This design comes from an exercise in tuning for small area, a short achievable clock period and few clock cycles on the open sky130 flow, not from production work. Where RTL was checked, it was by simulation tests only, not by an equivalence proof against the original. Power and IR drop assume default switching activity.

## before
## cpu_core
module cpu_core (
  input  logic               raw_clk,
  input  logic               button_reset,
  input  logic               prog_we,
  input  cpu6502_pkg::addr_t prog_addr,
  input  cpu6502_pkg::byte_t prog_data,
  output cpu6502_pkg::byte_t reg_a,
  output cpu6502_pkg::byte_t reg_x,
  output cpu6502_pkg::byte_t reg_y,
  output cpu6502_pkg::byte_t status,
  output logic               halted,
  output logic               fault
);
==> flow/config.mk <==
export PLATFORM = sky130hd
export DESIGN_NAME = cpu_core
export DESIGN_NICKNAME = cpu_core
export VERILOG_FILES = /design/flow/design.v
export SDC_FILE = /design/flow/constraint.sdc
export NUM_CORES = 4
export LEC_CHECK = 0
export ABC_CLOCK_PERIOD_IN_PS = 3500
export CAP_MARGIN = 20
export CELL_PAD_IN_SITES_DETAIL_PLACEMENT = 1
export CELL_PAD_IN_SITES_GLOBAL_PLACEMENT = 2
export CORE_MARGIN = 2
export CORE_UTILIZATION = 30
export PLACE_DENSITY = 0.45
export SETUP_SLACK_MARGIN = 4.5
export SLEW_MARGIN = 20
==> flow/constraint.sdc <==
create_clock -name core_clock -period 8.0 [get_ports {raw_clk}]
set_input_delay 1.6000 -clock core_clock [delete_from_list [all_inputs] [get_ports {raw_clk}]]
set_output_delay 1.6000 -clock core_clock [all_outputs]
set_load 0.01 [all_outputs]
run.sh (not shown) runs the stock make flow with config.mk's settings and CLKGATE_MAP_FILE= SYNTH_SCRIPT=/design/flow/synth_recipe.tcl, a recipe that flattens the netlist after the stock synthesis.
before: all stages complete, timing, DRC and antenna checks passed
Input changes introduced in after (baseline for comparison: before):
# before
export LEC_CHECK = 0
export ABC_CLOCK_PERIOD_IN_PS = 3500
export CAP_MARGIN = 20
export CELL_PAD_IN_SITES_DETAIL_PLACEMENT = 1
export CELL_PAD_IN_SITES_GLOBAL_PLACEMENT = 2
export CORE_MARGIN = 2
export CORE_UTILIZATION = 30
export PLACE_DENSITY = 0.45
export SETUP_SLACK_MARGIN = 4.5
export SLEW_MARGIN = 20
create_clock -name core_clock -period 8.0 [get_ports {raw_clk}]
# after
export LEC_CHECK = 0
export ABC_CLOCK_PERIOD_IN_PS = 3500
export CAP_MARGIN = 20
export CELL_PAD_IN_SITES_DETAIL_PLACEMENT = 1
export CELL_PAD_IN_SITES_GLOBAL_PLACEMENT = 2
export CORE_MARGIN = 2
export CORE_UTILIZATION = 30
export CTS_BUF_LIST = sky130_fd_sc_hd__clkbuf_4 sky130_fd_sc_hd__clkbuf_8
export CTS_CLUSTER_SIZE = 20
export PLACE_DENSITY = 0.45
export SETUP_SLACK_MARGIN = 4.5
export SLEW_MARGIN = 20
create_clock -name core_clock -period 8.0 [get_ports {raw_clk}]
Notes after the runs:
after: all stages complete, timing, DRC and antenna checks passed. Comparing after and before, clock skew is lower on before. [compare] base=before new=after: sequential cell area share increased by 0.72 points relative to the old numbers; worst-margin pin slew decreased by 0.096 ns relative to the old numbers; total wire length after detailed routing closely matched the old numbers; maximum frequency increased by 0.65% relative to the old numbers.
No functional check of the RTL was part of any run of this note.

========
job 101:
cpu_core, a different RTL version from the one above (not shown whole).
Size: ~9,200 cells after synthesis, ~4,500 flip-flops, ~53 I/O pins, roughly 180,000 µm² of cells after synthesis.
make LEC_CHECK=0 ABC_CLOCK_PERIOD_IN_PS=3500 CAP_MARGIN=20 CELL_PAD_IN_SITES_DETAIL_PLACEMENT=1 CELL_PAD_IN_SITES_GLOBAL_PLACEMENT=2 CORE_MARGIN=2 CORE_UTILIZATION=30 PLACE_DENSITY=0.45 SETUP_SLACK_MARGIN=4.5 SLEW_MARGIN=20 finish   # period 8.0 ns
Testbench counts of job 101, summed over its fixed seeds: cycles 27,512.
Here is what was changed in the inputs of job 102 compared with job 101.
# job 101
export LEC_CHECK = 0
export ABC_CLOCK_PERIOD_IN_PS = 3500
export CAP_MARGIN = 20
export CELL_PAD_IN_SITES_DETAIL_PLACEMENT = 1
export CELL_PAD_IN_SITES_GLOBAL_PLACEMENT = 2
export CORE_MARGIN = 2
export CORE_UTILIZATION = 30
export PLACE_DENSITY = 0.45
export SETUP_SLACK_MARGIN = 4.5
export SLEW_MARGIN = 20
create_clock -name core_clock -period 8.0 [get_ports {raw_clk}]
# job 102
export LEC_CHECK = 0
export CAP_MARGIN = 20
export CELL_PAD_IN_SITES_DETAIL_PLACEMENT = 1
export CELL_PAD_IN_SITES_GLOBAL_PLACEMENT = 2
export CORE_MARGIN = 2
export CORE_UTILIZATION = 30
export PLACE_DENSITY = 0.45
export SLEW_MARGIN = 20
create_clock -name core_clock -period 8.0 [get_ports {raw_clk}]
==> summary.txt <==
Against job 101, job 102 comes in 32 µV higher on worst IR drop on VDD.
Critical path startpoint = core.sb.ss[4]: job 102; critical path startpoint = core.fpc[1]: job 101
Diff job 101 -> job 102 | count of buffers not belonging to the clock network in the layout | down by more than half
Diff job 101 -> job 102: wire length down about 7%, share of final layout cell area taken by non-clock buffers down 5.1 points, post-layout total power down 5.2 mW.

========
== main ==
Another version of the RTL of cpu_core (not shown whole).
Size in the first run: ~10,000 cells after synthesis, about 53 I/O pins.
clock: 8.0 ns
lec_check: 0
abc_clock_period_in_ps: 3500
cap_margin: 20
cell_pad_in_sites_detail_placement: 1
cell_pad_in_sites_global_placement: 2
core_margin: 2
core_utilization: 55
cts_cluster_diameter: 60
cts_cluster_size: 40
place_density: 0.65
setup_slack_margin: 4.5
slew_margin: 20
main: all stages complete, timing, DRC and antenna checks passed
Edits applied to the flow inputs when going from main to the feature branch:
- CTS_CLUSTER_DIAMETER: 60 -> 100
- CTS_CLUSTER_SIZE: 40 -> 30
Findings:
- The power of the combinational group was comparable across main and the feature branch.
- In the flow results for main and the feature branch, the power is larger on main.
- Changes observed in the feature branch relative to main: biggest cell delay along the critical path increased by 20 ps relative to the old numbers, flip-flop and latch area barely changed, layout clock buffer count lower.
- main and the feature branch ended up with nearly the same part of the cycle the worst path needs.
- Between main and the feature branch, the flow reports final design instance area without fill decreasing by a few percent.
- [compare] base=main new=the feature branch: setup slack fell 6.9 ps, cell area after technology mapping shows no meaningful change, relative area change from synthesis to final layout now smaller.
- Looking at routed wire length, the feature branch sits 0.62% below main.
Function was not checked in any run of this note: the RTL went through the layout flow alone.

========
Setup of job 3987:
cpu_core, a different RTL version from the one above (not shown whole).
For scale: ~53 I/O pins, ~180,000 sq um of cells after synthesis.
clock: 8.0 ns
lec_check: 0
abc_clock_period_in_ps: 3500
cap_margin: 20
cell_pad_in_sites_detail_placement: 1
cell_pad_in_sites_global_placement: 2
core_margin: 2
core_utilization: 55
cts_cluster_diameter: 60
cts_cluster_size: 40
place_density: 0.65
setup_slack_margin: 4.0
slew_margin: 20
The following lists how job 6579 was set up differently from job 3987:
-- flow/config.mk --
<<< job 3987, line 16
export PLACE_DENSITY = 0.65
export SETUP_SLACK_MARGIN = 4.0
export SLEW_MARGIN = 20
>>> job 6579, line 16
export PLACE_DENSITY = 0.65
export SETUP_SLACK_MARGIN = 5.0
export SLEW_MARGIN = 20
[summary]
The reg2reg setup slack in job 6579 sits 740 ps above the value recorded for job 3987. Against job 3987, job 6579 comes in 0.48 mW higher on power. Clock-pin slew on the worst setup and hold paths delta (job 3987 -> job 6579): insignificant.
Input changes introduced in job 605 (baseline for comparison: job 6579):
-- flow/config.mk --
<<< job 6579, line 16
export PLACE_DENSITY = 0.65
export SETUP_SLACK_MARGIN = 5.0
export SLEW_MARGIN = 20
>>> job 605, line 16
export PLACE_DENSITY = 0.65
export SETUP_SLACK_MARGIN = 4.5
export SLEW_MARGIN = 20
[summary]
When job 605 is set beside job 6579, its proportion of layout cells with a drive suffix above 1 turns out to be 3.1 points smaller. Looking at final net count, job 605 sits 0.99% below job 6579. Going from job 6579 to job 605, power density normalized to cell area higher; peak supply drop -about 10%; number of antenna violations at the first check in global routing increased by 8 relative to the old numbers; final core utilization decreased by 0.98 points relative to the old numbers; wire length of the first global-routing pass fell 14 mm. Relative to job 6579, combinational power share has gone down in job 605. Looking at area used by multi-input combinational logic, job 605 sits below job 6579. Post-cts repair resize count: higher on job 6579. Met3 capacity usage during global routing | job 605 above job 6579.
Function was not checked in any run of this note: the RTL went through the layout flow alone.

========
cpu_core, a different RTL version from the one above (not shown whole).
Size in the first run: about 11000 cells after synthesis, roughly 4800 flip-flops, ~53 I/O pins.
clock: 8.0 ns
lec_check: 0
abc_clock_period_in_ps: 3500
cap_margin: 20
cell_pad_in_sites_detail_placement: 0
cell_pad_in_sites_global_placement: 0
core_margin: 2
core_utilization: 55
cts_cluster_diameter: 60
cts_cluster_size: 40
gpl_routability_driven: 0
place_density: 0.65
setup_slack_margin: 5.0
slew_margin: 20
Testbench counts at the start, summed over its fixed seeds: cycles 27,525.
Next try:
Settings changed: CELL_PAD_IN_SITES_DETAIL_PLACEMENT 0 to 1, CELL_PAD_IN_SITES_GLOBAL_PLACEMENT 0 to 2, GPL_ROUTABILITY_DRIVEN 0 to default, SETUP_SLACK_MARGIN 5.0 to 4.85.
- hold slack improved by 0.0084 ns
- clock skew falls by 0.061 ns
- wire length rises by roughly a tenth
Next try:
Settings changed: CELL_PAD_IN_SITES_DETAIL_PLACEMENT 1 to 0, CELL_PAD_IN_SITES_GLOBAL_PLACEMENT 2 to 0, PLACE_DENSITY 0.65 to 0.6, SETUP_SLACK_MARGIN 4.85 to 5.0.
Effect:
- The new run went through all stages and came out clean
- clock-buffer cell count went down by 29
- routed wire length went down by 6.8%
- worst hold slack gets better by 0.0076 ns
- non-clock buffer count went down by 30
- design area barely changes
- cell count went down by 0.56%

========
Starting RTL as in the previous note.
make LEC_CHECK=0 ABC_CLOCK_PERIOD_IN_PS=3500 CAP_MARGIN=20 CELL_PAD_IN_SITES_DETAIL_PLACEMENT=1 CELL_PAD_IN_SITES_GLOBAL_PLACEMENT=2 CORE_MARGIN=2 CORE_UTILIZATION=55 CTS_CLUSTER_DIAMETER=60 CTS_CLUSTER_SIZE=40 PLACE_DENSITY=0.65 SETUP_SLACK_MARGIN=5.0 SLEW_MARGIN=20 finish   # period 8.0 ns
Testbench counts at the start, summed over its fixed seeds: cycles 27,525.
Next try:
--- a/flow/config.mk
+++ b/flow/config.mk
@@ -10,2 +10,2 @@
-export CELL_PAD_IN_SITES_DETAIL_PLACEMENT = 1
-export CELL_PAD_IN_SITES_GLOBAL_PLACEMENT = 2
+export CELL_PAD_IN_SITES_DETAIL_PLACEMENT = 0
+export CELL_PAD_IN_SITES_GLOBAL_PLACEMENT = 0
Routed wire length shrinks by 11%; maximum frequency grows by 1.9%; final area shrinks by 1.1%; area after synthesis is unchanged; clock power shrinks by about 6%.

[separate check: timing with driven ports]
In the flow no input, the clock included, has a driving cell. The finished layouts below were timed again as built, in two steps. Step 1 sets driving cells, clkbuf_16 on the clock port and buf_2 on the other inputs (assumed; they add their load-dependent delay and slew). Step 2, shift: input delay + t, output delay - t, t = (earliest + latest rising clock arrival at the registers) / 2. This alone moves slack from input paths to output paths. Three values: ideal, step 1, step 2; two values: the first two.
run	t (ns)	setup WS [ns]	worst setup path at the end	latest minus earliest clock arrival (ns)	worst register clock-pin slew, ns
before	1.175	3.726 / 3.726 / 3.726	register to register	0.071 / 0.070	0.07 / 0.07
after	1.421	3.753 / 3.753 / 3.753	register to register	0.134 / 0.133	0.07 / 0.07
job 101	1.151	4.199 / 4.199 / 4.199	register to register	0.064 / 0.065	0.06 / 0.06
job 102	1.147	2.373 / 2.373 / 2.373	register to register	0.071 / 0.071	0.07 / 0.07
main	1.036	4.319 / 4.319 / 4.215	input to register	0.082 / 0.082	0.11 / 0.11
the feature branch	1.028	4.312 / 4.312 / 4.224	input to register	0.071 / 0.071	0.12 / 0.12
job 3987	1.063	3.884 / 3.884 / 3.237	input to register	0.095 / 0.095	0.11 / 0.11
job 6579	1.063	4.627 / 4.627 / 4.240	input to register	0.074 / 0.074	0.11 / 0.11
job 605	1.046	4.415 / 4.415 / 3.609	input to register	0.089 / 0.089	0.11 / 0.11
the first run of note 5	1.051	4.916 / 4.860 / 4.113	input to register	0.128 / 0.128	0.12 / 0.12
the second run of note 5	1.060	4.698 / 4.698 / 4.258	input to register	0.075 / 0.075	0.11 / 0.11
the third run of note 5	1.071	4.888 / 4.846 / 4.113	input to register	0.078 / 0.078	0.11 / 0.11
the first run of note 6	1.105	4.882 / 4.758 / 4.230	input to register	0.091 / 0.090	0.11 / 0.11
the second run of note 6	1.037	4.940 / 4.851 / 4.062	input to register	0.104 / 0.104	0.12 / 0.12
After both steps every run listed still meets setup and hold. For the second run of note 6, which loses most, drivers alone change the setup slack by -0.089 ns; drivers and shift together by -0.878 ns.
